From an optimization exercise on the open Yosys and OpenROAD flow, aimed at small area; shortcuts taken in it are not production practice. At most, simulation tests tie the RTL to the original design; equivalence was not proved.

old:
## sidTop
module sidTop (
  input  logic            clk,
  input  logic            arstN,
  input  logic            clkEn,         
  input  logic            we,
  input  sidPkg::regAddrT addr,
  input  sidPkg::regDataT dataW,
  output sidPkg::regDataT dataR,
  output sidPkg::sampleT  audioOut
);
Size: roughly 3,200 cells after synthesis, about 0.032 mm^2 of cells after synthesis.
Settings: LEC_CHECK=0, CAP_MARGIN=20, CORE_MARGIN=2, CORE_UTILIZATION=40, SLEW_MARGIN=20; clock period 9.0 ns.
run.sh (not shown) runs the stock make flow with config.mk's settings and CLKGATE_MAP_FILE= SYNTH_SCRIPT=/design/flow/synth_recipe.tcl, a recipe that flattens the netlist after the stock synthesis.
The following lists how new was set up differently from old:
- a change of CORE_UTILIZATION from 40 to 60
- an added CTS_BUF_LIST of sky130_fd_sc_hd__clkbuf_4
Notes after the runs:
In summary, new completed successfully, with a layout that passed the timing, design-rule and antenna checks.
old → new: share of the final layout cell area in multi-input gates has increased; net count of the finished layout now sits higher.
Looking at total routed wirelength across both flows, new is the weaker of the two, with old ahead.
Function was not checked in any run of this note: the RTL went through the layout flow alone.

sidTop, a different RTL version from the one above (not shown whole).
For scale: about 3000 cells after synthesis, roughly 41 I/O pins.
Design sidTop, start of the top module:
module sidTop (
  input  logic            clk,
  input  logic            arstN,
  input  logic            clkEn,         
  input  logic            we,
  input  sidPkg::regAddrT addr,
  input  sidPkg::regDataT dataW,
  output sidPkg::regDataT dataR,
  output sidPkg::sampleT  audioOut
);
export LEC_CHECK = 0
export CAP_MARGIN = 20
export CORE_MARGIN = 2
export CORE_UTILIZATION = 60
export CTS_BUF_LIST = sky130_fd_sc_hd__clkbuf_4
export SLEW_MARGIN = 20
create_clock -name core_clock -period 9.0 [get_ports {clk}]
standard.sh (not shown) runs the stock make flow with config.mk's settings and CLKGATE_MAP_FILE= SYNTH_SCRIPT=/design/flow/synth_recipe.tcl, a recipe that flattens the netlist after the stock synthesis.
==> flow/flow/run.sh <==
#!/bin/bash
# Own layout flow:
#  1. the standard synthesis (standard.sh), unchanged;
#  2. its combinational logic re-mapped for area with ABC (flow/remap.ys);
#     registers, full adders and tie cells are kept as they are;
#  3. a polarity clean-up (flow/faflip.py): full adders and simple gates
#     built in whichever polarity leaves the fewest inverters;
#  4. the standard layout from floorplan on, with clock tree synthesis told
#     not to add dummy loads.
set -euo pipefail
R=$PWD/orfs/results/$FLOW_PLATFORM/sidTop/base
LIB=$FLOW_HOME/platforms/$FLOW_PLATFORM/lib/sky130_fd_sc_hd__tt_025C_1v80.lib
YOSYS=$FLOW_HOME/../tools/install/yosys/bin/yosys
[[ -x $YOSYS ]] || YOSYS=yosys
PERIOD_PS=$(python3 -c "print(int(round(float('$FLOW_PERIOD_NS') * 1000)))")

bash standard.sh "$R/1_2_yosys.v" > synth.log 2>&1
cp "$R/1_2_yosys.v" "$R/1_2_yosys_std.v"

printf 'set_driving_cell sky130_fd_sc_hd__buf_1\nset_load 5\n' > remap.constr
KEEP=$(grep -oE "sky130_fd_sc_hd__(df|fa_|conb|edf|sdf|dl)[A-Za-z0-9_]*" "$R/1_2_yosys_std.v" | sort -u | tr '\n' ' ')
# the platform's don't-use cells (low-power and probe cells) stay out of the mapping
DONTUSE=$(grep -oE 'cell \("?sky130_fd_sc_hd__(lpflow|probe)[A-Za-z0-9_]*' "$LIB" | sed -E 's/cell \("?/-dont_use /' | sort -u | tr '\n' ' ')
sed -e "s|{LIB}|$LIB|g" -e "s|{DONTUSE}|$DONTUSE|" -e "s|{KEEP}|$KEEP|" -e "s|{IN}|$R/1_2_yosys_std.v|" \
    -e "s|{TOP}|$FLOW_TOP|" -e "s|{SCRIPT}|$PWD/flow/area.abc|" -e "s|{CONSTR}|$PWD/remap.constr|" \
    -e "s|{PERIOD_PS}|$PERIOD_PS|" -e "s|{OUT}|$R/1_2_yosys_remap.v|" -e "s|{STAT}|$PWD/remap_stat.txt|" \
    flow/remap.ys > remap.ys
$YOSYS -q -l remap.log -s remap.ys > remap.out 2>&1

python3 flow/faflip.py "$LIB" "$R/1_2_yosys_remap.v" "$R/1_2_yosys_flip.v" > faflip.log 2>&1
cp "$R/1_2_yosys_flip.v" "$R/1_2_yosys.v"

CTS="-sink_clustering_enable -repair_clock_nets -dont_use_dummy_load -buf_list sky130_fd_sc_hd__clkbuf_8 -sink_clustering_size 16 -sink_clustering_max_diameter 50"
bash standard.sh "CTS_ARGS=$CTS" finish > layout.log 2>&1
==> flow/flow/area.abc <==
strash
dc2
dch -f
amap
strash
dc2
dch -f
amap
strash
dch -f
amap
topo
Other scripts of this flow, unchanged in this note and not shown: flow/flow/faflip.py, flow/flow/libinfo.py, flow/flow/remap.ys
Next try:
--- a/flow/flow/run.sh
+++ b/flow/flow/run.sh
@@ -31,4 +31,4 @@
 cp "$R/1_2_yosys_flip.v" "$R/1_2_yosys.v"
 
-CTS="-sink_clustering_enable -repair_clock_nets -dont_use_dummy_load -buf_list sky130_fd_sc_hd__clkbuf_8 -sink_clustering_size 16 -sink_clustering_max_diameter 50"
+CTS="-sink_clustering_enable -repair_clock_nets -dont_use_dummy_load -buf_list sky130_fd_sc_hd__clkbuf_4"
 bash standard.sh "CTS_ARGS=$CTS" finish > layout.log 2>&1
==> flow/flow/area.abc (replaced) <==
strash
dc2
dch -f
amap
strash
dch -f
amap
topo
Maximum frequency barely changes.
Cell area rises by 1.2%.
Routed wire length rises by 4.9%.

Setup of the baseline:
Starting RTL as in the previous note.
==> flow/config.mk <==
export PLATFORM = sky130hd
export DESIGN_NAME = sidTop
export DESIGN_NICKNAME = sidTop
export VERILOG_FILES = /design/flow/design.v
export SDC_FILE = /design/flow/constraint.sdc
export NUM_CORES = 4
export LEC_CHECK = 0
export CAP_MARGIN = 20
export CORE_MARGIN = 2
export CORE_UTILIZATION = 60
export CTS_BUF_LIST = sky130_fd_sc_hd__clkbuf_4
export GPL_TIMING_DRIVEN = 0
export SLEW_MARGIN = 20
==> flow/constraint.sdc <==
create_clock -name core_clock -period 9.0 [get_ports {clk}]
set_input_delay 1.8000 -clock core_clock [delete_from_list [all_inputs] [get_ports {clk}]]
set_output_delay 1.8000 -clock core_clock [all_outputs]
set_load 0.01 [all_outputs]
==> flow/flow/run.sh <==
#!/bin/bash
# Own layout flow:
#  1. the standard synthesis (standard.sh), unchanged;
#  2. its combinational logic re-mapped for area with ABC (flow/remap.ys);
#     registers, full adders and tie cells are kept as they are;
#  3. a polarity clean-up (flow/faflip.py): full adders and simple gates
#     built in whichever polarity leaves the fewest inverters; then steps 2
#     and 3 once more;
#  4. the standard layout from floorplan on, with clock tree synthesis told
#     not to add dummy loads.
set -euo pipefail
R=$PWD/orfs/results/$FLOW_PLATFORM/sidTop/base
LIB=$FLOW_HOME/platforms/$FLOW_PLATFORM/lib/sky130_fd_sc_hd__tt_025C_1v80.lib
YOSYS=$FLOW_HOME/../tools/install/yosys/bin/yosys
[[ -x $YOSYS ]] || YOSYS=yosys
PERIOD_PS=$(python3 -c "print(int(round(float('$FLOW_PERIOD_NS') * 1000)))")

bash standard.sh "$R/1_2_yosys.v" > synth.log 2>&1
cp "$R/1_2_yosys.v" "$R/1_2_yosys_std.v"

printf 'set_driving_cell sky130_fd_sc_hd__buf_1\nset_load 5\n' > remap.constr
KEEP=$(grep -oE "sky130_fd_sc_hd__(df|fa_|conb|edf|sdf|dl)[A-Za-z0-9_]*" "$R/1_2_yosys_std.v" | sort -u | tr '\n' ' ')
# the platform's don't-use cells (low-power and probe cells) stay out of the mapping
DONTUSE=$(grep -oE 'cell \("?sky130_fd_sc_hd__(lpflow|probe)[A-Za-z0-9_]*' "$LIB" | sed -E 's/cell \("?/-dont_use /' | sort -u | tr '\n' ' ')
sed -e "s|{LIB}|$LIB|g" -e "s|{DONTUSE}|$DONTUSE|" -e "s|{KEEP}|$KEEP|" -e "s|{IN}|$R/1_2_yosys_std.v|" \
    -e "s|{TOP}|$FLOW_TOP|" -e "s|{SCRIPT}|$PWD/flow/area.abc|" -e "s|{CONSTR}|$PWD/remap.constr|" \
    -e "s|{PERIOD_PS}|$PERIOD_PS|" -e "s|{OUT}|$R/1_2_yosys_remap.v|" -e "s|{STAT}|$PWD/remap_stat.txt|" \
    flow/remap.ys > remap.ys
$YOSYS -q -l remap.log -s remap.ys > remap.out 2>&1

python3 flow/faflip.py "$LIB" "$R/1_2_yosys_remap.v" "$R/1_2_yosys_flip.v" > faflip.log 2>&1

# a second round: ABC again around the re-polarised adders, then the clean-up
sed -e "s|{LIB}|$LIB|g" -e "s|{DONTUSE}|$DONTUSE|" -e "s|{KEEP}|$KEEP|" -e "s|{IN}|$R/1_2_yosys_flip.v|" \
    -e "s|{TOP}|$FLOW_TOP|" -e "s|{SCRIPT}|$PWD/flow/area.abc|" -e "s|{CONSTR}|$PWD/remap.constr|" \
    -e "s|{PERIOD_PS}|$PERIOD_PS|" -e "s|{OUT}|$R/1_2_yosys_remap2.v|" -e "s|{STAT}|$PWD/remap2_stat.txt|" \
    flow/remap.ys > remap2.ys
$YOSYS -q -l remap2.log -s remap2.ys > remap2.out 2>&1
python3 flow/faflip.py "$LIB" "$R/1_2_yosys_remap2.v" "$R/1_2_yosys_flip2.v" > faflip2.log 2>&1
cp "$R/1_2_yosys_flip2.v" "$R/1_2_yosys.v"

CTS="-sink_clustering_enable -repair_clock_nets -dont_use_dummy_load -buf_list sky130_fd_sc_hd__clkbuf_8 -sink_clustering_size 18 -sink_clustering_max_diameter 55"
bash standard.sh "CTS_ARGS=$CTS" finish > layout.log 2>&1
Other scripts of this flow, unchanged in this note and not shown: flow/flow/area.abc, flow/flow/faflip.py, flow/flow/libinfo.py, flow/flow/remap.ys
The baseline: all stages complete, timing, DRC and antenna checks passed
Modified inputs, the candidate compared to the baseline
-- flow/flow/run.sh --
<<< the baseline, line 42
CTS="-sink_clustering_enable -repair_clock_nets -dont_use_dummy_load -buf_list sky130_fd_sc_hd__clkbuf_8 -sink_clustering_size 18 -sink_clustering_max_diameter 55"
>>> the candidate, line 42
CTS="-sink_clustering_enable -repair_clock_nets -dont_use_dummy_load -buf_list {sky130_fd_sc_hd__clkbuf_8 sky130_fd_sc_hd__clkbuf_16} -sink_clustering_size 24 -sink_clustering_max_diameter 60"
Notes after the runs:
Between the baseline and the candidate, post-route fraction of the period consumed by the critical path is higher for the baseline, the candidate comes in under that. Summary of the comparison: sequential share of layout area is lower in the candidate, relative to the baseline. From the baseline to the candidate the numbers moved as follows: via-per-instance ratio was more or less identical, worst endpoint required time now smaller, number of clock buffers in the layout down 5. [compare] base=the baseline new=the candidate: number of nets at the end of the flow did not really move; worst path arrival time went down.

sidTop again, from the RTL that the note above started with.
Settings: LEC_CHECK=0, CAP_MARGIN=20, CORE_MARGIN=2, CORE_UTILIZATION=60, CTS_BUF_LIST=sky130_fd_sc_hd__clkbuf_4, SLEW_MARGIN=20; clock period 9.0 ns.
==> flow/flow/run.sh <==
#!/bin/bash
# Own layout flow:
#  1. the standard synthesis (standard.sh), unchanged;
#  2. its combinational logic re-mapped for area with ABC (flow/remap.ys);
#     registers, full/half adders and tie cells are kept as they are;
#  3. a polarity clean-up (flow/faflip.py): full adders and simple gates
#     built in whichever polarity leaves the fewest inverters;
#  4. the standard layout from floorplan on, with clock tree synthesis told
#     not to add dummy loads.
set -euo pipefail
R=$PWD/orfs/results/$FLOW_PLATFORM/sidTop/base
LIB=$FLOW_HOME/platforms/$FLOW_PLATFORM/lib/sky130_fd_sc_hd__tt_025C_1v80.lib
YOSYS=$FLOW_HOME/../tools/install/yosys/bin/yosys
[[ -x $YOSYS ]] || YOSYS=yosys
PERIOD_PS=$(python3 -c "print(int(round(float('$FLOW_PERIOD_NS') * 1000)))")

bash standard.sh "$R/1_2_yosys.v" > synth.log 2>&1
cp "$R/1_2_yosys.v" "$R/1_2_yosys_std.v"

printf 'set_driving_cell sky130_fd_sc_hd__buf_1\nset_load 5\n' > remap.constr
KEEP=$(grep -oE "sky130_fd_sc_hd__(df|fa_|ha_|conb|edf|sdf|dl)[A-Za-z0-9_]*" "$R/1_2_yosys_std.v" | sort -u | tr '\n' ' ')
# the platform's don't-use cells (low-power and probe cells) stay out of the mapping
DONTUSE=$(grep -oE 'cell \("?sky130_fd_sc_hd__(lpflow|probe)[A-Za-z0-9_]*' "$LIB" | sed -E 's/cell \("?/-dont_use /' | sort -u | tr '\n' ' ')
sed -e "s|{LIB}|$LIB|g" -e "s|{DONTUSE}|$DONTUSE|" -e "s|{KEEP}|$KEEP|" -e "s|{IN}|$R/1_2_yosys_std.v|" \
    -e "s|{TOP}|$FLOW_TOP|" -e "s|{SCRIPT}|$PWD/flow/area.abc|" -e "s|{CONSTR}|$PWD/remap.constr|" \
    -e "s|{PERIOD_PS}|$PERIOD_PS|" -e "s|{OUT}|$R/1_2_yosys_remap.v|" -e "s|{STAT}|$PWD/remap_stat.txt|" \
    flow/remap.ys > remap.ys
$YOSYS -q -l remap.log -s remap.ys > remap.out 2>&1

python3 flow/faflip.py "$LIB" "$R/1_2_yosys_remap.v" "$R/1_2_yosys_flip.v" > faflip.log 2>&1
cp "$R/1_2_yosys_flip.v" "$R/1_2_yosys.v"

CTS="-sink_clustering_enable -repair_clock_nets -dont_use_dummy_load -buf_list sky130_fd_sc_hd__clkbuf_4"
bash standard.sh "CTS_ARGS=$CTS" finish > layout.log 2>&1
==> flow/flow/area.abc <==
strash
dc2
dch -f
amap
topo
==> flow/flow/remap.ys <==
# Re-map the combinational logic of the standard synthesis netlist for area.
# Registers, full/half adders and tie cells stay exactly as they are (kept as
# black boxes); everything between them goes through ABC again.
read_liberty -ignore_miss_func {LIB}
blackbox {KEEP}
read_verilog {IN}
hierarchy -top {TOP}
flatten
opt_clean
abc -script {SCRIPT} -liberty {LIB} {DONTUSE} -constr {CONSTR} -D {PERIOD_PS}
opt_clean -purge
hilomap -singleton -hicell sky130_fd_sc_hd__conb_1 HI -locell sky130_fd_sc_hd__conb_1 LO
write_verilog -noattr -nohex -nodec {OUT}
tee -o {STAT} stat -liberty {LIB}
Other scripts of this flow, unchanged in this note and not shown: flow/flow/faflip.py, flow/flow/libinfo.py
The starting point went through all stages and came out clean.
Change:
--- a/flow/flow/run.sh
+++ b/flow/flow/run.sh
@@ -5 +5 @@
-#     registers, full/half adders and tie cells are kept as they are;
+#     registers, full adders and tie cells are kept as they are;
@@ -7 +7,2 @@
-#     built in whichever polarity leaves the fewest inverters;
+#     built in whichever polarity leaves the fewest inverters; then steps 2
+#     and 3 once more;
@@ -21 +22 @@
-KEEP=$(grep -oE "sky130_fd_sc_hd__(df|fa_|ha_|conb|edf|sdf|dl)[A-Za-z0-9_]*" "$R/1_2_yosys_std.v" | sort -u | tr '\n' ' ')
+KEEP=$(grep -oE "sky130_fd_sc_hd__(df|fa_|conb|edf|sdf|dl)[A-Za-z0-9_]*" "$R/1_2_yosys_std.v" | sort -u | tr '\n' ' ')
@@ -31 +31,0 @@
-cp "$R/1_2_yosys_flip.v" "$R/1_2_yosys.v"
@@ -33 +33,10 @@
-CTS="-sink_clustering_enable -repair_clock_nets -dont_use_dummy_load -buf_list sky130_fd_sc_hd__clkbuf_4"
+# a second round: ABC again around the re-polarised adders, then the clean-up
+sed -e "s|{LIB}|$LIB|g" -e "s|{DONTUSE}|$DONTUSE|" -e "s|{KEEP}|$KEEP|" -e "s|{IN}|$R/1_2_yosys_flip.v|" \
+    -e "s|{TOP}|$FLOW_TOP|" -e "s|{SCRIPT}|$PWD/flow/area.abc|" -e "s|{CONSTR}|$PWD/remap.constr|" \
+    -e "s|{PERIOD_PS}|$PERIOD_PS|" -e "s|{OUT}|$R/1_2_yosys_remap2.v|" -e "s|{STAT}|$PWD/remap2_stat.txt|" \
+    flow/remap.ys > remap2.ys
+$YOSYS -q -l remap2.log -s remap2.ys > remap2.out 2>&1
+python3 flow/faflip.py "$LIB" "$R/1_2_yosys_remap2.v" "$R/1_2_yosys_flip2.v" > faflip2.log 2>&1
+cp "$R/1_2_yosys_flip2.v" "$R/1_2_yosys.v"
+
+CTS="-sink_clustering_enable -repair_clock_nets -dont_use_dummy_load -buf_list sky130_fd_sc_hd__clkbuf_8 -sink_clustering_size 16 -sink_clustering_max_diameter 50"
==> flow/flow/area.abc (replaced) <==
strash
dc2
dch -f
if -K 4
mfs2
strash
dc2
dch -f
amap
mfs
strash
dch -f
amap
mfs
strash
dch -f
amap
topo
--- a/flow/flow/remap.ys
+++ b/flow/flow/remap.ys
@@ -2 +2 @@
-# Registers, full/half adders and tie cells stay exactly as they are (kept as
+# Registers, full adders and tie cells stay exactly as they are (kept as
GPL_TIMING_DRIVEN = 0   (was not set)
Outcome: Sequential share of layout area climbs by 2.2 points; synthesized cell count drops by 5.6%; maximum frequency drops by 1.7%; synthesized area drops by 5.5%; wire length drops by 10%; die area drops by 5.4%; clock skew drops by 0.062 ns; worst setup slack degrades by 0.15 ns; final cell count drops by 8.3%; non-clock buffer count drops by 74; utilization drops by 0.84 points.

[port drivers added, routing unchanged]
In the flow no input, the clock included, has a driving cell. The finished layouts below were timed again as built, in two steps.
Step 1, drivers: a clkbuf_16 drives clk and a buf_2 each remaining input, both assumed.
Step 2, shift: input delay + t, output delay - t, t = (earliest + latest rising clock arrival at the registers) / 2. This alone moves slack from input paths to output paths.
a / b / c = ideal ports / drivers / drivers and shift; a / b = the first two.
run	t (ns)	slack for setup (ns)	worst setup path after step 2	slew at the worst register clock pin (ns)	pins driven straight from the clock port
old	0.659	0.457 / 0.454 / -0.205	input to register	0.07 / 0.07	1
new	0.933	0.647 / 0.680 / -0.254	input to register	0.08 / 0.08	1
the first run of note 2	0.668	0.414 / 0.393 / -0.276	input to register	0.10 / 0.10	1
the second run of note 2	0.874	0.415 / 0.445 / -0.429	input to register	0.07 / 0.07	1
the baseline	0.669	0.343 / 0.348 / -0.321	input to register	0.11 / 0.11	1
the candidate	0.613	0.362 / 0.372 / -0.241	input to register	0.10 / 0.10	1
the first run of note 4	0.877	0.465 / 0.499 / -0.378	input to register	0.07 / 0.07	1
the second run of note 4	0.673	0.314 / 0.321 / -0.353	input to register	0.10 / 0.10	1
Met with ideal ports but missed after step 2: setup timing in every run listed. For new, which loses most, drivers alone change the setup slack by +0.033 ns; drivers and shift together by -0.901 ns.
